Context: an optimization exercise on an open-source flow, tuned for small area, a short achievable clock period and few clock cycles per item. The choices shown serve that exercise and are no tape-out recipe.
No run shown here included a check of the RTL's function; only the layout flow was run.

==> flow/design.v, too long to show whole: its modules and the start of the top module <==
// module bcmd_fa: 10 lines
// module bcmd_xtree: 819 lines
// module bcmd_shtree: 78 lines
// module bcmd_filt: 215 lines
// module bcmd_q1tree: 318 lines
// module bcmd_ttree: 372 lines
// module bcmd_atree: 103 lines
// module bcmd_mixsum: 473 lines
// module bcmd_magtree: 137 lines
// module bcmd_integ: 167 lines
// module bcmd_target: 122 lines
// module balance_car_motor_drive: 343 lines
module balance_car_motor_drive (
  input  wire logic        clk_i,
  input  wire logic        rst_ni,
  input  wire logic        cfg_we_i,
  input  wire logic [2:0]  cfg_idx_i,
  input  wire logic [14:0] cfg_data_i,
  input  wire logic        s_axis_tvalid_i,
  output logic             s_axis_tready_o,
  input  wire logic [95:0] s_axis_tdata_i,
  output logic             m_axis_tvalid_o,
  input  wire logic        m_axis_tready_i,
  output logic [31:0]      m_axis_tdata_o
);
  // ...
==> flow/run.sh <==
#!/bin/bash
# synth_recipe.tcl (not shown) runs the flow's synth.tcl, then flattens the netlist and writes it again
# the make line also repeats each setting of config.mk as NAME=value (left out here)
make -C /OpenROAD-flow-scripts/flow DESIGN_CONFIG=/design/flow/config.mk WORK_HOME=/design/flow/orfs CLKGATE_MAP_FILE= SYNTH_SCRIPT=/design/flow/synth_recipe.tcl finish
==> flow/config.mk <==
export PLATFORM = sky130hd
export DESIGN_NAME = balance_car_motor_drive
export DESIGN_NICKNAME = balance_car_motor_drive
export VERILOG_FILES = /design/flow/design.v
export SDC_FILE = /design/flow/constraint.sdc
export NUM_CORES = 4
export LEC_CHECK = 0
export CAP_MARGIN = 20
export CORE_MARGIN = 2
export CORE_UTILIZATION = 60
export PLACE_DENSITY = 0.7
export SETUP_SLACK_MARGIN = 5
export SLEW_MARGIN = 20
export SYNTH_HIERARCHICAL = 1
export SYNTH_MINIMUM_KEEP_SIZE = 0
==> flow/constraint.sdc <==
create_clock -name core_clock -period 12.0 [get_ports {clk_i}]
set_input_delay 2.4000 -clock core_clock [delete_from_list [all_inputs] [get_ports {clk_i}]]
set_output_delay 2.4000 -clock core_clock [all_outputs]
set_load 0.01 [all_outputs]
==> summary.txt, run 1 <==
Top Metal Used=met5; Worst Slack Setup Final=6.864 ns; register area=21420 sq um; Worst Hold Depth=0; outcome=complete, no violations; signal buffers share of area=0.02243; clock insertion delay at the later pin of the skew report=0.70 ns; clk tree area frac=0.03908; Routed WL=165000 um; setup TNS=0 ns; DIE WIDTH=347.5 um; Mapped Area=70810 sq um; critical path arrival=5.76 ns; Worst R2R Setup Slack=6.86 ns; n_diodes=0; CP dominant cell by count=fa_1; Final Net Count=7876; Clock Skew=0.02644 ns; hpwl dp=128500 um; CP Data Required Time=12.62 ns; fin crit period=5.136 ns; # Post-CTS Setup Buffers=0; worst slew pin tran=1.032 ns; Slowest-stage cell, CP=a21oi_1; crit-path leading delay family=adder cells
==> module bcmd_filt, before the edit <==
module bcmd_filt (
  input  wire [17:0] t,
  input  wire tsn,
  input  wire c2,
  input  wire [15:0] sh,
  output wire [17:0] tn
);
  wire [25:0] f_sum;
  wire f_1 = t[0] ^ t[2];
  wire f_2 = t[0] & t[2];
  wire f_3, f_4;
  bcmd_fa u_f_3 (.a(t[1]), .b(t[3]), .c(t[4]), .s(f_3), .co(f_4));
  wire f_5 = t[7] ^ t[8];
  wire f_6 = t[7] & t[8];
  wire f_7, f_8;
  bcmd_fa u_f_7 (.a(t[2]), .b(t[4]), .c(t[5]), .s(f_7), .co(f_8));
  wire f_9 = t[8] ^ t[9];
  wire f_10 = t[8] & t[9];
  wire f_11, f_12;
  bcmd_fa u_f_11 (.a(t[3]), .b(t[5]), .c(t[6]), .s(f_11), .co(f_12));
  wire f_13 = t[9] ^ t[10];
  wire f_14 = t[9] & t[10];
  wire f_15, f_16;
  bcmd_fa u_f_15 (.a(t[4]), .b(t[6]), .c(t[7]), .s(f_15), .co(f_16));
  wire f_17 = t[10] ^ t[11];
  wire f_18 = t[10] & t[11];
  wire f_19, f_20;
  bcmd_fa u_f_19 (.a(t[5]), .b(t[7]), .c(t[8]), .s(f_19), .co(f_20));
  wire f_21 = t[11] ^ t[12];
  wire f_22 = t[11] & t[12];
  wire f_23, f_24;
  bcmd_fa u_f_23 (.a(t[6]), .b(t[8]), .c(t[9]), .s(f_23), .co(f_24));
  wire f_25 = t[12] ^ t[13];
  wire f_26 = t[12] & t[13];
  wire f_27, f_28;
  bcmd_fa u_f_27 (.a(t[7]), .b(t[9]), .c(t[10]), .s(f_27), .co(f_28));
  wire f_29 = t[13] ^ t[14];
  wire f_30 = t[13] & t[14];
  wire f_31, f_32;
  bcmd_fa u_f_31 (.a(t[8]), .b(t[10]), .c(t[11]), .s(f_31), .co(f_32));
  wire f_33 = t[14] ^ t[15];
  wire f_34 = t[14] & t[15];
  wire f_35, f_36;
  bcmd_fa u_f_35 (.a(t[9]), .b(t[11]), .c(t[12]), .s(f_35), .co(f_36));
  wire f_37 = t[15] ^ t[16];
  wire f_38 = t[15] & t[16];
  wire f_39, f_40;
  bcmd_fa u_f_39 (.a(t[10]), .b(t[12]), .c(t[13]), .s(f_39), .co(f_40));
  wire f_41 = t[0] ^ t[3];
  wire f_42 = t[0] & t[3];
  wire f_43, f_44;
  bcmd_fa u_f_43 (.a(t[0]), .b(t[1]), .c(t[4]), .s(f_43), .co(f_44));
  wire f_45 = t[5] ^ c2;
  wire f_46 = t[5] & c2;
  wire f_47, f_48;
  bcmd_fa u_f_47 (.a(t[1]), .b(t[2]), .c(t[5]), .s(f_47), .co(f_48));
  wire f_49 = t[6] ^ 1'b1;
  wire f_50 = t[6] & 1'b1;
  wire f_51, f_52;
  bcmd_fa u_f_51 (.a(t[3]), .b(t[6]), .c(t[7]), .s(f_51), .co(f_52));
  wire f_53 = c2 ^ 1'b1 ^ f_1;
  wire f_54 = (c2 & 1'b1) | (c2 & f_1) | (1'b1 & f_1);
  wire f_55 = t[17] ^ sh[0] ^ 1'b1;
  wire f_56 = (t[17] & sh[0]) | (t[17] & 1'b1) | (sh[0] & 1'b1);
  wire f_57, f_58;
  bcmd_fa u_f_57 (.a(f_2), .b(f_3), .c(f_5), .s(f_57), .co(f_58));
  wire f_59 = sh[1] ^ 1'b1 ^ f_4;
  wire f_60 = (sh[1] & 1'b1) | (sh[1] & f_4) | (1'b1 & f_4);
  wire f_61, f_62;
  bcmd_fa u_f_61 (.a(f_6), .b(f_7), .c(f_9), .s(f_61), .co(f_62));
  wire f_63 = sh[2] ^ 1'b1 ^ f_8;
  wire f_64 = (sh[2] & 1'b1) | (sh[2] & f_8) | (1'b1 & f_8);
  wire f_65, f_66;
  bcmd_fa u_f_65 (.a(f_10), .b(f_11), .c(f_13), .s(f_65), .co(f_66));
  wire f_67 = sh[3] ^ 1'b1 ^ f_12;
  wire f_68 = (sh[3] & 1'b1) | (sh[3] & f_12) | (1'b1 & f_12);
  wire f_69, f_70;
  bcmd_fa u_f_69 (.a(f_14), .b(f_15), .c(f_17), .s(f_69), .co(f_70));
  wire f_71 = sh[4] ^ 1'b1 ^ f_16;
  wire f_72 = (sh[4] & 1'b1) | (sh[4] & f_16) | (1'b1 & f_16);
  wire f_73, f_74;
  bcmd_fa u_f_73 (.a(f_18), .b(f_19), .c(f_21), .s(f_73), .co(f_74));
  wire f_75 = sh[5] ^ 1'b1 ^ f_20;
  wire f_76 = (sh[5] & 1'b1) | (sh[5] & f_20) | (1'b1 & f_20);
  wire f_77, f_78;
  bcmd_fa u_f_77 (.a(f_22), .b(f_23), .c(f_25), .s(f_77), .co(f_78));
  wire f_79 = sh[6] ^ 1'b1 ^ f_24;
  wire f_80 = (sh[6] & 1'b1) | (sh[6] & f_24) | (1'b1 & f_24);
  wire f_81, f_82;
  bcmd_fa u_f_81 (.a(f_26), .b(f_27), .c(f_29), .s(f_81), .co(f_82));
  wire f_83 = sh[7] ^ 1'b1 ^ f_28;
  wire f_84 = (sh[7] & 1'b1) | (sh[7] & f_28) | (1'b1 & f_28);
  wire f_85, f_86;
  bcmd_fa u_f_85 (.a(f_30), .b(f_31), .c(f_33), .s(f_85), .co(f_86));
  wire f_87 = sh[8] ^ 1'b1 ^ f_32;
  wire f_88 = (sh[8] & 1'b1) | (sh[8] & f_32) | (1'b1 & f_32);
  wire f_89, f_90;
  bcmd_fa u_f_89 (.a(f_34), .b(f_35), .c(f_37), .s(f_89), .co(f_90));
  wire f_91, f_92;
  bcmd_fa u_f_91 (.a(t[16]), .b(tsn), .c(sh[9]), .s(f_91), .co(f_92));
  wire f_93, f_94;
  bcmd_fa u_f_93 (.a(f_36), .b(f_38), .c(f_39), .s(f_93), .co(f_94));
  wire f_95, f_96;
  bcmd_fa u_f_95 (.a(t[11]), .b(t[13]), .c(t[14]), .s(f_95), .co(f_96));
  wire f_97, f_98;
  bcmd_fa u_f_97 (.a(tsn), .b(sh[10]), .c(f_40), .s(f_97), .co(f_98));
  wire f_99, f_100;
  bcmd_fa u_f_99 (.a(t[12]), .b(t[14]), .c(t[15]), .s(f_99), .co(f_100));
  wire f_101 = sh[11] ^ 1'b1;
  wire f_102 = sh[11] & 1'b1;
  wire f_103, f_104;
  bcmd_fa u_f_103 (.a(t[13]), .b(t[15]), .c(t[16]), .s(f_103), .co(f_104));
  wire f_105 = sh[12] ^ 1'b1;
  wire f_106 = sh[12] & 1'b1;
  wire f_107, f_108;
  bcmd_fa u_f_107 (.a(t[14]), .b(t[16]), .c(tsn), .s(f_107), .co(f_108));
  wire f_109 = t[0] ^ c2;
  wire f_110 = t[0] & c2;
  wire f_111, f_112;
  bcmd_fa u_f_111 (.a(t[0]), .b(t[1]), .c(c2), .s(f_111), .co(f_112));
  wire f_113 = t[1] ^ t[2];
  wire f_114 = t[1] & t[2];
  wire f_115 = t[2] ^ t[3];
  wire f_116 = t[2] & t[3];
  wire f_117 = t[4] ^ c2 ^ 1'b1;
  wire f_118 = (t[4] & c2) | (t[4] & 1'b1) | (c2 & 1'b1);
  wire f_119 = 1'b1 ^ f_42 ^ f_43;
  wire f_120 = (1'b1 & f_42) | (1'b1 & f_43) | (f_42 & f_43);
  wire f_121, f_122;
  bcmd_fa u_f_121 (.a(f_44), .b(f_46), .c(f_47), .s(f_121), .co(f_122));
  wire f_123, f_124;
  bcmd_fa u_f_123 (.a(f_48), .b(f_50), .c(f_51), .s(f_123), .co(f_124));
  wire f_125, f_126;
  bcmd_fa u_f_125 (.a(f_52), .b(f_54), .c(f_55), .s(f_125), .co(f_126));
  wire f_127, f_128;
  bcmd_fa u_f_127 (.a(f_56), .b(f_58), .c(f_59), .s(f_127), .co(f_128));
  wire f_129, f_130;
  bcmd_fa u_f_129 (.a(f_60), .b(f_62), .c(f_63), .s(f_129), .co(f_130));
  wire f_131, f_132;
  bcmd_fa u_f_131 (.a(f_64), .b(f_66), .c(f_67), .s(f_131), .co(f_132));
  wire f_133, f_134;
  bcmd_fa u_f_133 (.a(f_68), .b(f_70), .c(f_71), .s(f_133), .co(f_134));
  wire f_135, f_136;
  bcmd_fa u_f_135 (.a(f_72), .b(f_74), .c(f_75), .s(f_135), .co(f_136));
  wire f_137, f_138;
  bcmd_fa u_f_137 (.a(f_76), .b(f_78), .c(f_79), .s(f_137), .co(f_138));
  wire f_139, f_140;
  bcmd_fa u_f_139 (.a(f_80), .b(f_82), .c(f_83), .s(f_139), .co(f_140));
  wire f_141, f_142;
  bcmd_fa u_f_141 (.a(f_84), .b(f_86), .c(f_87), .s(f_141), .co(f_142));
  wire f_143, f_144;
  bcmd_fa u_f_143 (.a(f_88), .b(f_90), .c(f_91), .s(f_143), .co(f_144));
  wire f_145, f_146;
  bcmd_fa u_f_145 (.a(f_92), .b(f_94), .c(f_95), .s(f_145), .co(f_146));
  wire f_147, f_148;
  bcmd_fa u_f_147 (.a(f_96), .b(f_98), .c(f_99), .s(f_147), .co(f_148));
  wire f_149, f_150;
  bcmd_fa u_f_149 (.a(f_100), .b(f_102), .c(f_103), .s(f_149), .co(f_150));
  wire f_151, f_152;
  bcmd_fa u_f_151 (.a(sh[13]), .b(f_104), .c(f_106), .s(f_151), .co(f_152));
  wire f_153, f_154;
  bcmd_fa u_f_153 (.a(t[15]), .b(tsn), .c(sh[14]), .s(f_153), .co(f_154));
  wire f_155 = tsn ^ 1'b1;
  wire f_156 = tsn & 1'b1;
  wire f_157 = 1'b1 ^ f_110 ^ f_111;
  wire f_158 = (1'b1 & f_110) | (1'b1 & f_111) | (f_110 & f_111);
  wire f_159 = 1'b1 ^ f_112 ^ f_113;
  wire f_160 = (1'b1 & f_112) | (1'b1 & f_113) | (f_112 & f_113);
  wire f_161 = 1'b1 ^ f_114 ^ f_115;
  wire f_162 = (1'b1 & f_114) | (1'b1 & f_115) | (f_114 & f_115);
  wire f_163, f_164;
  bcmd_fa u_f_163 (.a(f_41), .b(f_116), .c(f_117), .s(f_163), .co(f_164));
  wire f_165, f_166;
  bcmd_fa u_f_165 (.a(f_45), .b(f_118), .c(f_119), .s(f_165), .co(f_166));
  wire f_167, f_168;
  bcmd_fa u_f_167 (.a(f_49), .b(f_120), .c(f_121), .s(f_167), .co(f_168));
  wire f_169, f_170;
  bcmd_fa u_f_169 (.a(f_53), .b(f_122), .c(f_123), .s(f_169), .co(f_170));
  wire f_171, f_172;
  bcmd_fa u_f_171 (.a(f_57), .b(f_124), .c(f_125), .s(f_171), .co(f_172));
  wire f_173, f_174;
  bcmd_fa u_f_173 (.a(f_61), .b(f_126), .c(f_127), .s(f_173), .co(f_174));
  wire f_175, f_176;
  bcmd_fa u_f_175 (.a(f_65), .b(f_128), .c(f_129), .s(f_175), .co(f_176));
  wire f_177, f_178;
  bcmd_fa u_f_177 (.a(f_69), .b(f_130), .c(f_131), .s(f_177), .co(f_178));
  wire f_179, f_180;
  bcmd_fa u_f_179 (.a(f_73), .b(f_132), .c(f_133), .s(f_179), .co(f_180));
  wire f_181, f_182;
  bcmd_fa u_f_181 (.a(f_77), .b(f_134), .c(f_135), .s(f_181), .co(f_182));
  wire f_183, f_184;
  bcmd_fa u_f_183 (.a(f_81), .b(f_136), .c(f_137), .s(f_183), .co(f_184));
  wire f_185, f_186;
  bcmd_fa u_f_185 (.a(f_85), .b(f_138), .c(f_139), .s(f_185), .co(f_186));
  wire f_187, f_188;
  bcmd_fa u_f_187 (.a(f_89), .b(f_140), .c(f_141), .s(f_187), .co(f_188));
  wire f_189, f_190;
  bcmd_fa u_f_189 (.a(f_93), .b(f_142), .c(f_143), .s(f_189), .co(f_190));
  wire f_191, f_192;
  bcmd_fa u_f_191 (.a(f_97), .b(f_144), .c(f_145), .s(f_191), .co(f_192));
  wire f_193, f_194;
  bcmd_fa u_f_193 (.a(f_101), .b(f_146), .c(f_147), .s(f_193), .co(f_194));
  wire f_195, f_196;
  bcmd_fa u_f_195 (.a(f_105), .b(f_148), .c(f_149), .s(f_195), .co(f_196));
  wire f_197, f_198;
  bcmd_fa u_f_197 (.a(f_107), .b(f_150), .c(f_151), .s(f_197), .co(f_198));
  wire f_199, f_200;
  bcmd_fa u_f_199 (.a(f_108), .b(f_152), .c(f_153), .s(f_199), .co(f_200));
  wire f_201, f_202;
  bcmd_fa u_f_201 (.a(t[16]), .b(~sh[15]), .c(f_154), .s(f_201), .co(f_202));
  wire [25:0] f_ra = {1'b1, tsn, f_200, f_198, f_196, f_194, f_192, f_190, f_188, f_186, f_184, f_182, f_180, f_178, f_176, f_174, f_172, f_170, f_168, f_166, f_164, f_162, f_160, f_158, f_156, f_109};
  wire [25:0] f_rb = {1'b0, f_202, f_201, f_199, f_197, f_195, f_193, f_191, f_189, f_187, f_185, f_183, f_181, f_179, f_177, f_175, f_173, f_171, f_169, f_167, f_165, f_163, f_161, f_159, f_157, f_155};
  assign f_sum = 26'(f_ra + f_rb);
  assign tn = f_sum[25:8];
endmodule
==> module bcmd_integ, before the edit <==
module bcmd_integ (
  input  wire [15:0] ig,
  input  wire [17:0] t,
  input  wire tsn,
  input  wire c2,
  input  wire [8:0] nm,
  input  wire mpos,
  input  wire [14:0] lim,
  output wire [15:0] integ
);
  wire i_1 = ig[8] ^ t[8];
  wire i_2 = ig[8] & t[8];
  wire i_3 = ig[0] ^ t[0];
  wire i_4 = ig[0] & t[0];
  wire i_5 = ig[1] ^ t[1];
  wire i_6 = ig[1] & t[1];
  wire i_7 = ig[2] ^ t[2];
  wire i_8 = ig[2] & t[2];
  wire i_9 = ig[3] ^ t[3];
  wire i_10 = ig[3] & t[3];
  wire i_11 = ig[4] ^ t[4];
  wire i_12 = ig[4] & t[4];
  wire i_13 = ig[5] ^ t[5];
  wire i_14 = ig[5] & t[5];
  wire i_15 = ig[6] ^ t[6];
  wire i_16 = ig[6] & t[6];
  wire i_17 = ig[7] ^ t[7];
  wire i_18 = ig[7] & t[7];
  wire i_19 = nm[8] ^ ~mpos ^ 1'b1;
  wire i_20 = (nm[8] & ~mpos) | (nm[8] & 1'b1) | (~mpos & 1'b1);
  wire i_21 = ig[9] ^ t[9] ^ 1'b1;
  wire i_22 = (ig[9] & t[9]) | (ig[9] & 1'b1) | (t[9] & 1'b1);
  wire i_23 = ig[10] ^ t[10];
  wire i_24 = ig[10] & t[10];
  wire i_25 = ig[11] ^ t[11];
  wire i_26 = ig[11] & t[11];
  wire i_27 = ig[12] ^ t[12];
  wire i_28 = ig[12] & t[12];
  wire i_29 = ig[13] ^ t[13];
  wire i_30 = ig[13] & t[13];
  wire i_31 = ig[14] ^ t[14];
  wire i_32 = ig[14] & t[14];
  wire i_33 = c2 ^ nm[0];
  wire i_34 = c2 & nm[0];
  wire i_35, i_36;
  bcmd_fa u_i_35 (.a(nm[1]), .b(i_4), .c(i_5), .s(i_35), .co(i_36));
  wire i_37, i_38;
  bcmd_fa u_i_37 (.a(nm[2]), .b(i_6), .c(i_7), .s(i_37), .co(i_38));
  wire i_39, i_40;
  bcmd_fa u_i_39 (.a(nm[3]), .b(i_8), .c(i_9), .s(i_39), .co(i_40));
  wire i_41, i_42;
  bcmd_fa u_i_41 (.a(nm[4]), .b(i_10), .c(i_11), .s(i_41), .co(i_42));
  wire i_43, i_44;
  bcmd_fa u_i_43 (.a(nm[5]), .b(i_12), .c(i_13), .s(i_43), .co(i_44));
  wire i_45, i_46;
  bcmd_fa u_i_45 (.a(nm[6]), .b(i_14), .c(i_15), .s(i_45), .co(i_46));
  wire i_47, i_48;
  bcmd_fa u_i_47 (.a(nm[7]), .b(i_16), .c(i_17), .s(i_47), .co(i_48));
  wire i_49, i_50;
  bcmd_fa u_i_49 (.a(i_1), .b(i_18), .c(i_19), .s(i_49), .co(i_50));
  wire i_51, i_52;
  bcmd_fa u_i_51 (.a(i_2), .b(i_20), .c(i_21), .s(i_51), .co(i_52));
  wire i_53 = 1'b1 ^ i_22 ^ i_23;
  wire i_54 = (1'b1 & i_22) | (1'b1 & i_23) | (i_22 & i_23);
  wire i_55 = 1'b1 ^ i_24 ^ i_25;
  wire i_56 = (1'b1 & i_24) | (1'b1 & i_25) | (i_24 & i_25);
  wire i_57 = 1'b1 ^ i_26 ^ i_27;
  wire i_58 = (1'b1 & i_26) | (1'b1 & i_27) | (i_26 & i_27);
  wire i_59 = 1'b1 ^ i_28 ^ i_29;
  wire i_60 = (1'b1 & i_28) | (1'b1 & i_29) | (i_28 & i_29);
  wire i_61 = 1'b1 ^ i_30 ^ i_31;
  wire i_62 = (1'b1 & i_30) | (1'b1 & i_31) | (i_30 & i_31);
  wire i_63, i_64;
  bcmd_fa u_i_63 (.a(~ig[15]), .b(t[15]), .c(i_32), .s(i_63), .co(i_64));
  wire i_65 = t[16] ^ 1'b1;
  wire i_66 = t[16] & 1'b1;
  wire [19:0] v = {1'b1, 1'b1, tsn, i_64, i_62, i_60, i_58, i_56, i_54, i_52, i_50, i_48, i_46, i_44, i_42, i_40, i_38, i_36, i_34, i_3} + {1'b0, 1'b0, i_66, i_65, i_63, i_61, i_59, i_57, i_55, i_53, i_51, i_49, i_47, i_45, i_43, i_41, i_39, i_37, i_35, i_33};
  wire [19:0] hsum;
  wire h_1 = i_3 ^ i_33;
  wire h_2 = i_3 & i_33;
  wire h_3, h_4;
  bcmd_fa u_h_3 (.a(i_34), .b(i_35), .c(~lim[1]), .s(h_3), .co(h_4));
  wire h_5, h_6;
  bcmd_fa u_h_5 (.a(i_36), .b(i_37), .c(~lim[2]), .s(h_5), .co(h_6));
  wire h_7, h_8;
  bcmd_fa u_h_7 (.a(i_38), .b(i_39), .c(~lim[3]), .s(h_7), .co(h_8));
  wire h_9, h_10;
  bcmd_fa u_h_9 (.a(i_40), .b(i_41), .c(~lim[4]), .s(h_9), .co(h_10));
  wire h_11, h_12;
  bcmd_fa u_h_11 (.a(i_42), .b(i_43), .c(~lim[5]), .s(h_11), .co(h_12));
  wire h_13, h_14;
  bcmd_fa u_h_13 (.a(i_44), .b(i_45), .c(~lim[6]), .s(h_13), .co(h_14));
  wire h_15, h_16;
  bcmd_fa u_h_15 (.a(i_46), .b(i_47), .c(~lim[7]), .s(h_15), .co(h_16));
  wire h_17, h_18;
  bcmd_fa u_h_17 (.a(i_48), .b(i_49), .c(~lim[8]), .s(h_17), .co(h_18));
  wire h_19, h_20;
  bcmd_fa u_h_19 (.a(i_50), .b(i_51), .c(~lim[9]), .s(h_19), .co(h_20));
  wire h_21, h_22;
  bcmd_fa u_h_21 (.a(i_52), .b(i_53), .c(~lim[10]), .s(h_21), .co(h_22));
  wire h_23, h_24;
  bcmd_fa u_h_23 (.a(i_54), .b(i_55), .c(~lim[11]), .s(h_23), .co(h_24));
  wire h_25, h_26;
  bcmd_fa u_h_25 (.a(i_56), .b(i_57), .c(~lim[12]), .s(h_25), .co(h_26));
  wire h_27, h_28;
  bcmd_fa u_h_27 (.a(i_58), .b(i_59), .c(~lim[13]), .s(h_27), .co(h_28));
  wire h_29, h_30;
  bcmd_fa u_h_29 (.a(i_60), .b(i_61), .c(~lim[14]), .s(h_29), .co(h_30));
  wire h_31 = i_62 ^ i_63 ^ 1'b1;
  wire h_32 = (i_62 & i_63) | (i_62 & 1'b1) | (i_63 & 1'b1);
  wire h_33 = i_64 ^ i_65 ^ 1'b1;
  wire h_34 = (i_64 & i_65) | (i_64 & 1'b1) | (i_65 & 1'b1);
  wire h_35 = tsn ^ i_66 ^ 1'b1;
  wire h_36 = (tsn & i_66) | (tsn & 1'b1) | (i_66 & 1'b1);
  wire h_37 = 1'b1 ^ 1'b0 ^ 1'b1;
  wire h_38 = (1'b1 & 1'b0) | (1'b1 & 1'b1) | (1'b0 & 1'b1);
  wire h_39 = 1'b1 ^ 1'b0 ^ 1'b1;
  wire h_40 = (1'b1 & 1'b0) | (1'b1 & 1'b1) | (1'b0 & 1'b1);
  wire [19:0] h_ra = {h_38, h_36, h_34, h_32, h_30, h_28, h_26, h_24, h_22, h_20, h_18, h_16, h_14, h_12, h_10, h_8, h_6, h_4, h_2, ~lim[0]};
  wire [19:0] h_rb = {h_39, h_37, h_35, h_33, h_31, h_29, h_27, h_25, h_23, h_21, h_19, h_17, h_15, h_13, h_11, h_9, h_7, h_5, h_3, h_1};
  assign hsum = 20'(h_ra + h_rb);
  wire [19:0] osum;
  wire o_1 = i_3 ^ i_33;
  wire o_2 = i_3 & i_33;
  wire o_3, o_4;
  bcmd_fa u_o_3 (.a(i_34), .b(i_35), .c(lim[1]), .s(o_3), .co(o_4));
  wire o_5, o_6;
  bcmd_fa u_o_5 (.a(i_36), .b(i_37), .c(lim[2]), .s(o_5), .co(o_6));
  wire o_7, o_8;
  bcmd_fa u_o_7 (.a(i_38), .b(i_39), .c(lim[3]), .s(o_7), .co(o_8));
  wire o_9, o_10;
  bcmd_fa u_o_9 (.a(i_40), .b(i_41), .c(lim[4]), .s(o_9), .co(o_10));
  wire o_11, o_12;
  bcmd_fa u_o_11 (.a(i_42), .b(i_43), .c(lim[5]), .s(o_11), .co(o_12));
  wire o_13, o_14;
  bcmd_fa u_o_13 (.a(i_44), .b(i_45), .c(lim[6]), .s(o_13), .co(o_14));
  wire o_15, o_16;
  bcmd_fa u_o_15 (.a(i_46), .b(i_47), .c(lim[7]), .s(o_15), .co(o_16));
  wire o_17, o_18;
  bcmd_fa u_o_17 (.a(i_48), .b(i_49), .c(lim[8]), .s(o_17), .co(o_18));
  wire o_19, o_20;
  bcmd_fa u_o_19 (.a(i_50), .b(i_51), .c(lim[9]), .s(o_19), .co(o_20));
  wire o_21, o_22;
  bcmd_fa u_o_21 (.a(i_52), .b(i_53), .c(lim[10]), .s(o_21), .co(o_22));
  wire o_23, o_24;
  bcmd_fa u_o_23 (.a(i_54), .b(i_55), .c(lim[11]), .s(o_23), .co(o_24));
  wire o_25, o_26;
  bcmd_fa u_o_25 (.a(i_56), .b(i_57), .c(lim[12]), .s(o_25), .co(o_26));
  wire o_27, o_28;
  bcmd_fa u_o_27 (.a(i_58), .b(i_59), .c(lim[13]), .s(o_27), .co(o_28));
  wire o_29, o_30;
  bcmd_fa u_o_29 (.a(i_60), .b(i_61), .c(lim[14]), .s(o_29), .co(o_30));
  wire o_31 = i_62 ^ i_63;
  wire o_32 = i_62 & i_63;
  wire o_33 = i_64 ^ i_65;
  wire o_34 = i_64 & i_65;
  wire o_35 = tsn ^ i_66;
  wire o_36 = tsn & i_66;
  wire o_37 = 1'b1 ^ 1'b0;
  wire o_38 = 1'b1 & 1'b0;
  wire o_39 = 1'b1 ^ 1'b0;
  wire o_40 = 1'b1 & 1'b0;
  wire [19:0] o_ra = {o_38, o_36, o_34, o_32, o_30, o_28, o_26, o_24, o_22, o_20, o_18, o_16, o_14, o_12, o_10, o_8, o_6, o_4, o_2, lim[0]};
  wire [19:0] o_rb = {o_39, o_37, o_35, o_33, o_31, o_29, o_27, o_25, o_23, o_21, o_19, o_17, o_15, o_13, o_11, o_9, o_7, o_5, o_3, o_1};
  assign osum = 20'(o_ra + o_rb);
  assign integ = !hsum[19] ? {1'b0, lim} : osum[19] ? -{1'b0, lim} : v[15:0];
endmodule
==> module balance_car_motor_drive, before the edit <==
module balance_car_motor_drive (
  input  wire logic        clk_i,
  input  wire logic        rst_ni,
  input  wire logic        cfg_we_i,
  input  wire logic [2:0]  cfg_idx_i,
  input  wire logic [14:0] cfg_data_i,
  input  wire logic        s_axis_tvalid_i,
  output logic             s_axis_tready_o,
  input  wire logic [95:0] s_axis_tdata_i,
  output logic             m_axis_tvalid_o,
  input  wire logic        m_axis_tready_i,
  output logic [31:0]      m_axis_tdata_o
);
  logic [9:0]  bkp_q, vkp_q, vki_q;
  logic [13:0] bkd_q;
  logic [12:0] pwm_lim_q;
  logic [14:0] int_lim_q;
  logic [7:0]  drv_spd_q;
  logic [5:0]  trn_lim_q;
  always_ff @(posedge clk_i or negedge rst_ni) begin
    if (!rst_ni) begin
      bkp_q     <= 10'd340;
      bkd_q     <= 14'd4096;
      vkp_q     <= 10'd80;
      vki_q     <= 10'd102;
      pwm_lim_q <= 13'd7000;
      int_lim_q <= 15'd6000;
      drv_spd_q <= 8'd20;
      trn_lim_q <= 6'd30;
    end else if (cfg_we_i) begin
      unique case (cfg_idx_i)
        3'd0: bkp_q     <= cfg_data_i[9:0];
        3'd1: bkd_q     <= cfg_data_i[13:0];
        3'd2: vkp_q     <= cfg_data_i[9:0];
        3'd3: vki_q     <= cfg_data_i[9:0];
        3'd4: pwm_lim_q <= cfg_data_i[12:0];
        3'd5: int_lim_q <= cfg_data_i[14:0];
        3'd6: drv_spd_q <= cfg_data_i[7:0];
        3'd7: trn_lim_q <= cfg_data_i[5:0];
        default: ;
      endcase
    end
  end
  logic [9:0]  bkp2_q;
  logic [13:0] bkd2_q;
  always_ff @(posedge clk_i) begin
    bkp2_q <= bkp_q;
    bkd2_q <= bkd_q;
  end
  logic v1_q, v2_q, v3_q, v4_q, v5_q, v6_q;
  logic ovalid_q, svalid_q, tready_q;
  logic [27:0] odata_q, sdata_q;
  logic adv, acc_in;
  assign adv    = !svalid_q;
  assign acc_in = s_axis_tvalid_i && adv;
  logic fwd_q;
  logic dec_fwd, dec_back;
  logic [7:0] in_cmd;
  assign in_cmd = s_axis_tdata_i[91:84];
  always_comb begin
    dec_fwd  = fwd_q;
    dec_back = s_axis_tdata_i[92];
    if (in_cmd[7]) begin
      if (in_cmd[5]) begin
        dec_fwd  = 1'b1;
        dec_back = 1'b0;
      end
      if (in_cmd[4]) begin
        dec_fwd  = 1'b0;
        dec_back = 1'b1;
      end
    end else begin
      dec_fwd  = 1'b0;
      dec_back = 1'b0;
    end
  end
  logic [16:0] s1_angle;
  logic [18:0] s1_rate;
  logic [15:0] s1_yaw;
  logic [12:0] s1_slo;
  logic [3:0]  s1_lh, s1_rh;
  logic        s1_mneg, s1_mpos, s1_turn, s1_tl, s1_gate, s1_stop;
  always_ff @(posedge clk_i) begin
    if (adv) begin
      s1_angle <= s_axis_tdata_i[16:0];
      s1_rate  <= s_axis_tdata_i[35:17];
      s1_yaw   <= (dec_fwd || dec_back) ? s_axis_tdata_i[51:36] : 16'd0;
      s1_slo   <= {1'b0, s_axis_tdata_i[63:52]} + {1'b0, s_axis_tdata_i[79:68]};
      s1_lh    <= s_axis_tdata_i[67:64];
      s1_rh    <= s_axis_tdata_i[83:80];
      s1_mneg  <= dec_fwd && !dec_back;
      s1_mpos  <= dec_back && !dec_fwd;
      s1_turn  <= in_cmd[3];
      s1_tl    <= in_cmd[1];
      s1_gate  <= s_axis_tdata_i[94] && !s_axis_tdata_i[93];
      s1_stop  <= s_axis_tdata_i[93];
    end
  end
  logic [35:0] st1_xa, st1_xb;
  logic [15:0] st1_sh;
  bcmd_xtree u_xtree (.a(s1_angle), .r(s1_rate), .kp(bkp_q), .kp2(bkp2_q), .kd(bkd_q),
                      .kd2(bkd2_q),
                      .xan(st1_xa), .xbn(st1_xb));
  logic [16:0] st1_sum;
  assign st1_sum = {{s1_lh[3], s1_lh} + {s1_rh[3], s1_rh} + {4'd0, s1_slo[12]}, s1_slo[11:0]};
  bcmd_shtree u_shtree (.sm(st1_sum), .sh(st1_sh));
  logic [35:0] s2_xa, s2_xb;
  logic [15:0] s2_sh;
  logic        s2_slnz;
  logic [9:0]  s2_stepl;
  logic [15:0] s2_yaw;
  logic        s2_mneg, s2_mpos, s2_turn, s2_tl, s2_gate, s2_stop;
  always_ff @(posedge clk_i) begin
    if (adv) begin
      s2_xa    <= st1_xa;
      s2_xb    <= st1_xb;
      s2_sh    <= st1_sh;
      s2_slnz  <= s1_slo[7:0] != 8'd0;
      s2_stepl <= bcmd_pkg::step_of(st1_sum);
      s2_yaw   <= s1_yaw;
      s2_mneg  <= s1_mneg;
      s2_mpos  <= s1_mpos;
      s2_turn  <= s1_turn;
      s2_tl    <= s1_tl;
      s2_gate  <= s1_gate;
      s2_stop  <= s1_stop;
    end
  end
  logic [17:0] filt_t_q;
  logic        filt_sn_q;     
  logic        filt_c_q;
  logic [15:0] target_q;
  logic        started_q;
  logic [9:0]  stepv_q;
  logic [17:0] st2_tn;
  bcmd_filt u_filt (.t(filt_t_q), .tsn(filt_sn_q), .c2(filt_c_q), .sh(s2_sh), .tn(st2_tn));
  logic [9:0]  st2_step;
  logic [15:0] st2_target;
  assign st2_step = started_q ? stepv_q : s2_stepl;
  bcmd_target u_target (.tg(target_q), .step(st2_step), .tl(s2_tl), .turn(s2_turn),
                        .lim(trn_lim_q), .target(st2_target));
  logic [35:0] st2_x;
  assign st2_x = ~s2_xa + ~s2_xb;
  always_ff @(posedge clk_i or negedge rst_ni) begin
    if (!rst_ni) begin
      filt_t_q  <= '0;
      filt_sn_q <= 1'b1;
      filt_c_q  <= 1'b0;
      target_q  <= '0;
      started_q <= 1'b0;
    end else if (adv && v2_q) begin
      filt_t_q  <= st2_tn;
      filt_sn_q <= !st2_tn[17];
      filt_c_q  <= st2_tn[17] && s2_slnz;
      target_q  <= st2_target;
      started_q <= s2_turn;
    end
  end
  always_ff @(posedge clk_i) begin
    if (adv && v2_q) stepv_q <= st2_step;
  end
  logic [19:0] s3_bal;
  logic        s3_bc;
  logic [17:0] s3_ft;
  logic        s3_fc;
  logic [15:0] s3_yaw;
  logic [8:0]  s3_nm;
  logic        s3_mpos, s3_gate, s3_stop;
  always_ff @(posedge clk_i) begin
    if (adv) begin
      s3_bal  <= st2_x[35:16];
      s3_ft   <= st2_tn;
      s3_fc   <= st2_tn[17] && s2_slnz;
      s3_bc   <= st2_x[35] && (st2_x[15:0] != 16'd0);
      s3_yaw  <= s2_yaw;
      s3_nm   <= s2_mneg ? {1'b0, drv_spd_q} : s2_mpos ? 9'd256 - {1'b0, drv_spd_q} : 9'd0;
      s3_mpos <= s2_mpos;
      s3_gate <= s2_gate;
      s3_stop <= s2_stop;
    end
  end
  logic [15:0] integ_q;
  logic [15:0] st3_integ;
  bcmd_integ u_integ (.ig(integ_q), .t(filt_t_q), .tsn(filt_sn_q), .c2(filt_c_q), .nm(s3_nm), .mpos(s3_mpos),
                      .lim(int_lim_q), .integ(st3_integ));
  always_ff @(posedge clk_i or negedge rst_ni) begin
    if (!rst_ni) begin
      integ_q <= '0;
    end else if (adv && v3_q) begin
      integ_q <= s3_stop ? 16'd0 : st3_integ;
    end
  end
  logic [28:0] st3_qa, st3_qb;
  bcmd_q1tree u_q1 (.t(s3_ft), .c2(s3_fc), .k(vkp_q), .qa(st3_qa), .qb(st3_qb));
  logic        st3_s, st3_cz;
  logic [15:0] st3_xs;
  bcmd_atree u_atree (.yaw(s3_yaw), .tg(target_q), .s(st3_s), .xs(st3_xs), .cz(st3_cz));
  logic [19:0] s4_bal;
  logic        s4_bc;
  logic [28:0] s4_qa, s4_qb;
  logic [15:0] s4_ig;
  logic [15:0] s4_xs;
  logic        s4_cz, s4_s, s4_gate;
  always_ff @(posedge clk_i) begin
    if (adv) begin
      s4_bal  <= s3_bal;
      s4_bc   <= s3_bc;
      s4_qa   <= st3_qa;
      s4_ig   <= st3_integ;
      s4_qb   <= st3_qb;
      s4_xs   <= st3_xs;
      s4_cz   <= st3_cz;
      s4_s    <= st3_s;
      s4_gate <= s3_gate;
    end
  end
  logic [28:0] st4_ta, st4_tb;
  logic        st4_c8, st4_nz;
  logic [10:0] st4_mag;
  bcmd_ttree u_ttree (.qa(s4_qa), .qb(s4_qb), .ig(s4_ig), .k(vki_q), .ta(st4_ta), .tb(st4_tb),
                      .c8(st4_c8), .nz(st4_nz));
  bcmd_magtree u_mag (.xs(s4_xs), .cz(s4_cz), .mag(st4_mag));
  logic [19:0] s5_bal;
  logic        s5_bc;
  logic [28:0] s5_ta, s5_tb;
  logic        s5_c8, s5_nz;
  logic [10:0] s5_mag;
  logic        s5_s, s5_gate;
  always_ff @(posedge clk_i) begin
    if (adv) begin
      s5_bal  <= s4_bal;
      s5_bc   <= s4_bc;
      s5_ta   <= st4_ta;
      s5_tb   <= st4_tb;
      s5_c8   <= st4_c8;
      s5_nz   <= st4_nz;
      s5_mag  <= st4_mag;
      s5_s    <= s4_s;
      s5_gate <= s4_gate;
    end
  end
  logic        st5_vc, st5_hp1, st5_h0, st5_hm1, st5_hm2, st5_hm3, st5_hneg;
  logic [15:0] st5_lsl, st5_rsl;
  bcmd_mixsum u_mix (.ta(s5_ta), .tb(s5_tb), .c8(s5_c8), .nz(s5_nz), .bal(s5_bal), .bc(s5_bc),
                     .mag(s5_mag), .s(s5_s), .vc(st5_vc), .hp1(st5_hp1), .h0(st5_h0),
                     .hm1(st5_hm1), .hm2(st5_hm2), .hm3(st5_hm3), .hneg(st5_hneg),
                     .lsl(st5_lsl), .rsl(st5_rsl));
  logic [15:0] s6_lsl, s6_rsl;
  logic        s6_hp1, s6_h0, s6_hm1, s6_hm2, s6_hm3, s6_hneg, s6_gate;
  always_ff @(posedge clk_i) begin
    if (adv) begin
      s6_lsl  <= st5_lsl;
      s6_rsl  <= st5_rsl;
      s6_hp1  <= st5_hp1;
      s6_h0   <= st5_h0;
      s6_hm1  <= st5_hm1;
      s6_hm2  <= st5_hm2;
      s6_hm3  <= st5_hm3;
      s6_hneg <= st5_hneg;
      s6_gate <= s5_gate;
    end
  end
  function automatic logic [13:0] drive(input logic [15:0] sl,
                                        input logic hp1, input logic h0, input logic hm1,
                                        input logic hm2, input logic hm3, input logic hneg,
                                        input logic [12:0] pl, input logic on);
    logic [12:0] lo;
    logic [2:0]  c;
    logic        is0, ism1, neg;
    logic [13:0] lp;
    lo   = sl[12:0];
    c    = sl[15:13];
    is0  = (c == 3'b111 && hp1) || (c == 3'b000 && h0) || (c == 3'b001 && hm1) ||
           (c == 3'b010 && hm2);
    ism1 = (c == 3'b111 && h0) || (c == 3'b000 && hm1) || (c == 3'b001 && hm2) ||
           (c == 3'b010 && hm3);
    neg  = hneg && !(hm1 && c == 3'b010);
    lp   = {1'b0, lo} + {1'b0, pl};
    if (!on) begin
      drive = {1'b1, 13'd0};
    end else if (is0) begin
      drive[12:0] = (lo > pl) ? pl : lo;
      drive[13]   = (lo == 13'd0) || (pl == 13'd0);
    end else if (ism1) begin
      drive[12:0] = lp[13] ? -lo : pl;
      drive[13]   = 1'b1;
    end else begin
      drive[12:0] = pl;
      drive[13]   = neg || (pl == 13'd0);
    end
  endfunction
  logic [27:0] st6_res;
  assign st6_res = {drive(s6_rsl, s6_hp1, s6_h0, s6_hm1, s6_hm2, s6_hm3, s6_hneg,
                          pwm_lim_q, s6_gate),
                    drive(s6_lsl, s6_hp1, s6_h0, s6_hm1, s6_hm2, s6_hm3, s6_hneg,
                          pwm_lim_q, s6_gate)};
  logic exit_v, take;
  assign exit_v = v6_q && adv;
  assign take   = ovalid_q && m_axis_tready_i;
  always_ff @(posedge clk_i or negedge rst_ni) begin
    if (!rst_ni) begin
      fwd_q    <= 1'b0;
      v1_q     <= 1'b0;
      v2_q     <= 1'b0;
      v3_q     <= 1'b0;
      v4_q     <= 1'b0;
      v5_q     <= 1'b0;
      v6_q     <= 1'b0;
      ovalid_q <= 1'b0;
      svalid_q <= 1'b0;
      tready_q <= 1'b1;
    end else begin
      if (acc_in) fwd_q <= dec_fwd;
      if (adv) begin
        v1_q <= acc_in;
        v2_q <= v1_q;
        v3_q <= v2_q;
        v4_q <= v3_q;
        v5_q <= v4_q;
        v6_q <= v5_q;
      end
      if (!ovalid_q || take) begin
        ovalid_q <= svalid_q || exit_v;
        svalid_q <= 1'b0;
        tready_q <= 1'b1;
      end else if (exit_v) begin
        svalid_q <= 1'b1;
        tready_q <= 1'b0;
      end
    end
  end
  always_ff @(posedge clk_i) begin
    if (!ovalid_q || take) begin
      odata_q <= svalid_q ? sdata_q : st6_res;
    end
    if (!svalid_q) begin
      sdata_q <= st6_res;
    end
  end
  assign s_axis_tready_o = tready_q;
  assign m_axis_tvalid_o = ovalid_q;
  assign m_axis_tdata_o  = {4'd0, odata_q};
endmodule
==> inputs of run 2 (changes only) <==
--- a/flow/design.v
+++ b/flow/design.v
@@ -1176,7 +1176,6 @@
 endmodule
 module bcmd_filt (
   input  wire [17:0] t,
-  input  wire tsn,
   input  wire c2,
   input  wire [15:0] sh,
   output wire [17:0] tn
@@ -1273,13 +1272,13 @@
   wire f_89, f_90;
   bcmd_fa u_f_89 (.a(f_34), .b(f_35), .c(f_37), .s(f_89), .co(f_90));
   wire f_91, f_92;
-  bcmd_fa u_f_91 (.a(t[16]), .b(tsn), .c(sh[9]), .s(f_91), .co(f_92));
+  bcmd_fa u_f_91 (.a(t[16]), .b(~t[17]), .c(sh[9]), .s(f_91), .co(f_92));
   wire f_93, f_94;
   bcmd_fa u_f_93 (.a(f_36), .b(f_38), .c(f_39), .s(f_93), .co(f_94));
   wire f_95, f_96;
   bcmd_fa u_f_95 (.a(t[11]), .b(t[13]), .c(t[14]), .s(f_95), .co(f_96));
   wire f_97, f_98;
-  bcmd_fa u_f_97 (.a(tsn), .b(sh[10]), .c(f_40), .s(f_97), .co(f_98));
+  bcmd_fa u_f_97 (.a(~t[17]), .b(sh[10]), .c(f_40), .s(f_97), .co(f_98));
   wire f_99, f_100;
   bcmd_fa u_f_99 (.a(t[12]), .b(t[14]), .c(t[15]), .s(f_99), .co(f_100));
   wire f_101 = sh[11] ^ 1'b1;
@@ -1289,7 +1288,7 @@
   wire f_105 = sh[12] ^ 1'b1;
   wire f_106 = sh[12] & 1'b1;
   wire f_107, f_108;
-  bcmd_fa u_f_107 (.a(t[14]), .b(t[16]), .c(tsn), .s(f_107), .co(f_108));
+  bcmd_fa u_f_107 (.a(t[14]), .b(t[16]), .c(~t[17]), .s(f_107), .co(f_108));
   wire f_109 = t[0] ^ c2;
   wire f_110 = t[0] & c2;
   wire f_111, f_112;
@@ -1335,9 +1334,9 @@
   wire f_151, f_152;
   bcmd_fa u_f_151 (.a(sh[13]), .b(f_104), .c(f_106), .s(f_151), .co(f_152));
   wire f_153, f_154;
-  bcmd_fa u_f_153 (.a(t[15]), .b(tsn), .c(sh[14]), .s(f_153), .co(f_154));
-  wire f_155 = tsn ^ 1'b1;
-  wire f_156 = tsn & 1'b1;
+  bcmd_fa u_f_153 (.a(t[15]), .b(~t[17]), .c(sh[14]), .s(f_153), .co(f_154));
+  wire f_155 = ~t[17] ^ 1'b1;
+  wire f_156 = ~t[17] & 1'b1;
   wire f_157 = 1'b1 ^ f_110 ^ f_111;
   wire f_158 = (1'b1 & f_110) | (1'b1 & f_111) | (f_110 & f_111);
   wire f_159 = 1'b1 ^ f_112 ^ f_113;
@@ -1384,7 +1383,7 @@
   bcmd_fa u_f_199 (.a(f_108), .b(f_152), .c(f_153), .s(f_199), .co(f_200));
   wire f_201, f_202;
   bcmd_fa u_f_201 (.a(t[16]), .b(~sh[15]), .c(f_154), .s(f_201), .co(f_202));
-  wire [25:0] f_ra = {1'b1, tsn, f_200, f_198, f_196, f_194, f_192, f_190, f_188, f_186, f_184, f_182, f_180, f_178, f_176, f_174, f_172, f_170, f_168, f_166, f_164, f_162, f_160, f_158, f_156, f_109};
+  wire [25:0] f_ra = {1'b1, ~t[17], f_200, f_198, f_196, f_194, f_192, f_190, f_188, f_186, f_184, f_182, f_180, f_178, f_176, f_174, f_172, f_170, f_168, f_166, f_164, f_162, f_160, f_158, f_156, f_109};
   wire [25:0] f_rb = {1'b0, f_202, f_201, f_199, f_197, f_195, f_193, f_191, f_189, f_187, f_185, f_183, f_181, f_179, f_177, f_175, f_173, f_171, f_169, f_167, f_165, f_163, f_161, f_159, f_157, f_155};
   assign f_sum = 26'(f_ra + f_rb);
   assign tn = f_sum[25:8];
@@ -2795,7 +2794,6 @@
 module bcmd_integ (
   input  wire [15:0] ig,
   input  wire [17:0] t,
-  input  wire tsn,
   input  wire c2,
   input  wire [8:0] nm,
   input  wire mpos,
@@ -2868,7 +2866,7 @@
   bcmd_fa u_i_63 (.a(~ig[15]), .b(t[15]), .c(i_32), .s(i_63), .co(i_64));
   wire i_65 = t[16] ^ 1'b1;
   wire i_66 = t[16] & 1'b1;
-  wire [19:0] v = {1'b1, 1'b1, tsn, i_64, i_62, i_60, i_58, i_56, i_54, i_52, i_50, i_48, i_46, i_44, i_42, i_40, i_38, i_36, i_34, i_3} + {1'b0, 1'b0, i_66, i_65, i_63, i_61, i_59, i_57, i_55, i_53, i_51, i_49, i_47, i_45, i_43, i_41, i_39, i_37, i_35, i_33};
+  wire [19:0] v = {1'b1, 1'b1, ~t[17], i_64, i_62, i_60, i_58, i_56, i_54, i_52, i_50, i_48, i_46, i_44, i_42, i_40, i_38, i_36, i_34, i_3} + {1'b0, 1'b0, i_66, i_65, i_63, i_61, i_59, i_57, i_55, i_53, i_51, i_49, i_47, i_45, i_43, i_41, i_39, i_37, i_35, i_33};
   wire [19:0] hsum;
   wire h_1 = i_3 ^ i_33;
   wire h_2 = i_3 & i_33;
@@ -2904,8 +2902,8 @@
   wire h_32 = (i_62 & i_63) | (i_62 & 1'b1) | (i_63 & 1'b1);
   wire h_33 = i_64 ^ i_65 ^ 1'b1;
   wire h_34 = (i_64 & i_65) | (i_64 & 1'b1) | (i_65 & 1'b1);
-  wire h_35 = tsn ^ i_66 ^ 1'b1;
-  wire h_36 = (tsn & i_66) | (tsn & 1'b1) | (i_66 & 1'b1);
+  wire h_35 = ~t[17] ^ i_66 ^ 1'b1;
+  wire h_36 = (~t[17] & i_66) | (~t[17] & 1'b1) | (i_66 & 1'b1);
   wire h_37 = 1'b1 ^ 1'b0 ^ 1'b1;
   wire h_38 = (1'b1 & 1'b0) | (1'b1 & 1'b1) | (1'b0 & 1'b1);
   wire h_39 = 1'b1 ^ 1'b0 ^ 1'b1;
@@ -2948,8 +2946,8 @@
   wire o_32 = i_62 & i_63;
   wire o_33 = i_64 ^ i_65;
   wire o_34 = i_64 & i_65;
-  wire o_35 = tsn ^ i_66;
-  wire o_36 = tsn & i_66;
+  wire o_35 = ~t[17] ^ i_66;
+  wire o_36 = ~t[17] & i_66;
   wire o_37 = 1'b1 ^ 1'b0;
   wire o_38 = 1'b1 & 1'b0;
   wire o_39 = 1'b1 ^ 1'b0;
@@ -3212,13 +3210,13 @@
     end
   end
   logic [17:0] filt_t_q;
-  logic        filt_sn_q;     
-  logic        filt_c_q;
+  logic        filt_z_q, filt_c;
+  assign filt_c = filt_t_q[17] && filt_z_q;
   logic [15:0] target_q;
   logic        started_q;
   logic [9:0]  stepv_q;
   logic [17:0] st2_tn;
-  bcmd_filt u_filt (.t(filt_t_q), .tsn(filt_sn_q), .c2(filt_c_q), .sh(s2_sh), .tn(st2_tn));
+  bcmd_filt u_filt (.t(filt_t_q), .c2(filt_c), .sh(s2_sh), .tn(st2_tn));
   logic [9:0]  st2_step;
   logic [15:0] st2_target;
   assign st2_step = started_q ? stepv_q : s2_stepl;
@@ -3229,14 +3227,12 @@
   always_ff @(posedge clk_i or negedge rst_ni) begin
     if (!rst_ni) begin
       filt_t_q  <= '0;
-      filt_sn_q <= 1'b1;
-      filt_c_q  <= 1'b0;
+      filt_z_q  <= 1'b0;
       target_q  <= '0;
       started_q <= 1'b0;
     end else if (adv && v2_q) begin
       filt_t_q  <= st2_tn;
-      filt_sn_q <= !st2_tn[17];
-      filt_c_q  <= st2_tn[17] && s2_slnz;
+      filt_z_q  <= s2_slnz;
       target_q  <= st2_target;
       started_q <= s2_turn;
     end
@@ -3247,7 +3243,8 @@
   logic [19:0] s3_bal;
   logic        s3_bc;
   logic [17:0] s3_ft;
-  logic        s3_fc;
+  logic        s3_fz, s3_fc;
+  assign s3_fc = s3_ft[17] && s3_fz;
   logic [15:0] s3_yaw;
   logic [8:0]  s3_nm;
   logic        s3_mpos, s3_gate, s3_stop;
@@ -3255,7 +3252,7 @@
     if (adv) begin
       s3_bal  <= st2_x[35:16];
       s3_ft   <= st2_tn;
-      s3_fc   <= st2_tn[17] && s2_slnz;
+      s3_fz   <= s2_slnz;
       s3_bc   <= st2_x[35] && (st2_x[15:0] != 16'd0);
       s3_yaw  <= s2_yaw;
       s3_nm   <= s2_mneg ? {1'b0, drv_spd_q} : s2_mpos ? 9'd256 - {1'b0, drv_spd_q} : 9'd0;
@@ -3266,7 +3263,7 @@
   end
   logic [15:0] integ_q;
   logic [15:0] st3_integ;
-  bcmd_integ u_integ (.ig(integ_q), .t(filt_t_q), .tsn(filt_sn_q), .c2(filt_c_q), .nm(s3_nm), .mpos(s3_mpos),
+  bcmd_integ u_integ (.ig(integ_q), .t(filt_t_q), .c2(filt_c), .nm(s3_nm), .mpos(s3_mpos),
                       .lim(int_lim_q), .integ(st3_integ));
   always_ff @(posedge clk_i or negedge rst_ni) begin
     if (!rst_ni) begin
==> summary.txt, run 2 <==
Critical Path Fanout Max=14; CTS sink cnt=753; filler instances=9137; H-tree depth=3; GRT Util Overall=0.2816; drt wl/cell=21.34 um; Area after DPL=71990 sq um; Clock Skew=0.02843 ns (+0.001987 ns); DRT Pass-1 Iters=7; Clock Root Buffer=clkbuf_16; Gate Count Post-Synth=6308; max cap viols=0; Worst R2R Setup Slack=7.26 ns (+0.39 ns); Iteration-0 DRC Markers=3627; register area=21390 sq um (-0.12%); Vias/cell=5.958; proportion of layout cells with a drive suffix above 1=0.07010; CP Data Required Time=12.40 ns (-0.22 ns); clk buf depth=3; hold_buf cts=0; critical path arrival=5.15 ns (-0.61 ns); Highest Clock Rate=210.9 MHz; # Post-CTS Setup Buffers=0 (unchanged); Tcrit/Tclk final=0.3951; Hold Crit Class=flip-flop to flip-flop; TritonCTS Buffers=85; initial core utilization=0.6023; most common cell after layout, fill and taps aside=fa_1; unrepaired setup endpoints after global routing=no; largest net degree at the start of global routing=82; initial antenna violation count=7; vias in the first global route=48980; global-route wire length before repair=267500 um; most frequent cells in the layout=915 x fa_1, 684 x nand2_1, 625 x ha_1; PortBufs=144; row cnt=126; CTS tree=done; Post-DRT Antenna Nets=0; fin area=74930 sq um; worst slew pin tran=1.151 ns (+0.1183 ns); hpwl dp=128300 um (-0.15%); outcome=complete, no violations; crit path capture type=flip-flop; Mapped Area=70830 sq um (about the same); Area Overhead vs Synth=5.781%; routability cong.=0.9300; Vias=46420; fin crit period=4.742 ns (-0.3947 ns); Final Util=0.6371; multi-input logic area=44720 sq um; core area=117600 sq um; Final Hold Viols=0; Routed WL=166300 um (+0.75%); Slew headroom=0.2304; Yosys warnings=7; DIE WIDTH=347.6 um (about the same); CP Class=flip-flop to flip-flop; max-slew violation count=0; largest registers=s2_xa x36, s2_xb x36; drt drc=0; Finish-stage setup viols=0; Die Ht=347.6 um; Clk pin slew, worst setup/hold paths=0.06 ns; clock insertion delay at the later pin of the skew report=0.68 ns (-0.02 ns); hold_ws=0.4146 ns; DIE AREA=120800 sq um; Mean Syn Cell Area=11.23 sq um; setup TNS=0 ns (unchanged); post-cts gate resize count=0; Final Net Count=7834 (-0.53%); startpoint types=flip-flop; # IOs=153; grt ovf=0
run 2: worst max-delay path: stages (launching register included):
cell and delay [ns]:
edfxtp_1 0.86, nand2_1 0.18, fa_1 0.50, fa_1 0.44
fa_1 0.51, fa_1 0.47, fa_1 0.45, fa_1 0.56
fa_1 0.48
run 2: final timing paths:
kind | startpoint | end | depth (start not counted)
setup / recovery | s1_rate[17] | s2_xb[21] | 8
hold / removal | s2_yaw[5] | s3_yaw[5] | 0
setup reg to reg | s1_rate[17] | s2_xb[21] | 8
hold reg to reg | s2_yaw[5] | s3_yaw[5] | 0
max in group asynchronous | rst_ni | bkp_q[9] | 2
min in group asynchronous | rst_ni | target_q[0] | 1
run 2: per-layer routing:
metal	vias to the layer above	track usage	wire length (um)
met3	338	0.05087	10890
met4	6	0.1000	6000
met2	1621	0.4607	78440
met1	23440	0.3797	70890
met5	-	0	36
li1	21020	-	-
run 2: per-stage QoR:
stage               cells  worst slack, ns
detailed placement   7623            7.039
global placement     7623            7.118
finish               7791            7.258
floorplan            6314            2.806
global route         7785            7.063
CTS                  7783            7.332
run 2: cell type report:
class	instances	share of cell area
timing repair buffer	177	0.02259
tap	1536	0.02565
sequential	753	0.2855
clock buffer	108	0.03079
antenna	7	0.0002338
inverter	608	0.03051
clock inverter	52	0.007898
multi-input combinational	4550	0.5968

-- separate check: timing with driven ports --
How much do the figures lean on ideal ports? The routed layouts below were timed once more, with nothing changed but the port constraints.
Step 1 sets driving cells, clkbuf_16 on the clock port and buf_2 on the other inputs (assumed; they add their load-dependent delay and slew).
Step 2 adds t to the input delays and takes it off the output delays; t is the mean of the earliest and latest rising clock arrival at the registers after step 1. Input paths then give back, and output paths get back, about the clock's delay inside the block.
Slacks: ideal ports / drivers / drivers and shift; pairs: ideal ports / drivers.
run	t, ns	setup slack, ns	hold slack, ns	worst setup path at the end	latest minus earliest clock arrival (ns)
run 1	0.768	6.864 / 6.864 / 6.864	0.402 / 0.402 / 0.402	register to register	0.027 / 0.027
run 2	0.757	7.258 / 7.258 / 6.966	0.415 / 0.415 / 0.415	input to register	0.041 / 0.040
After both steps every run listed still meets setup and hold. For run 2, which loses most, drivers alone change the setup slack by 0.000 ns; drivers and shift together by -0.292 ns.
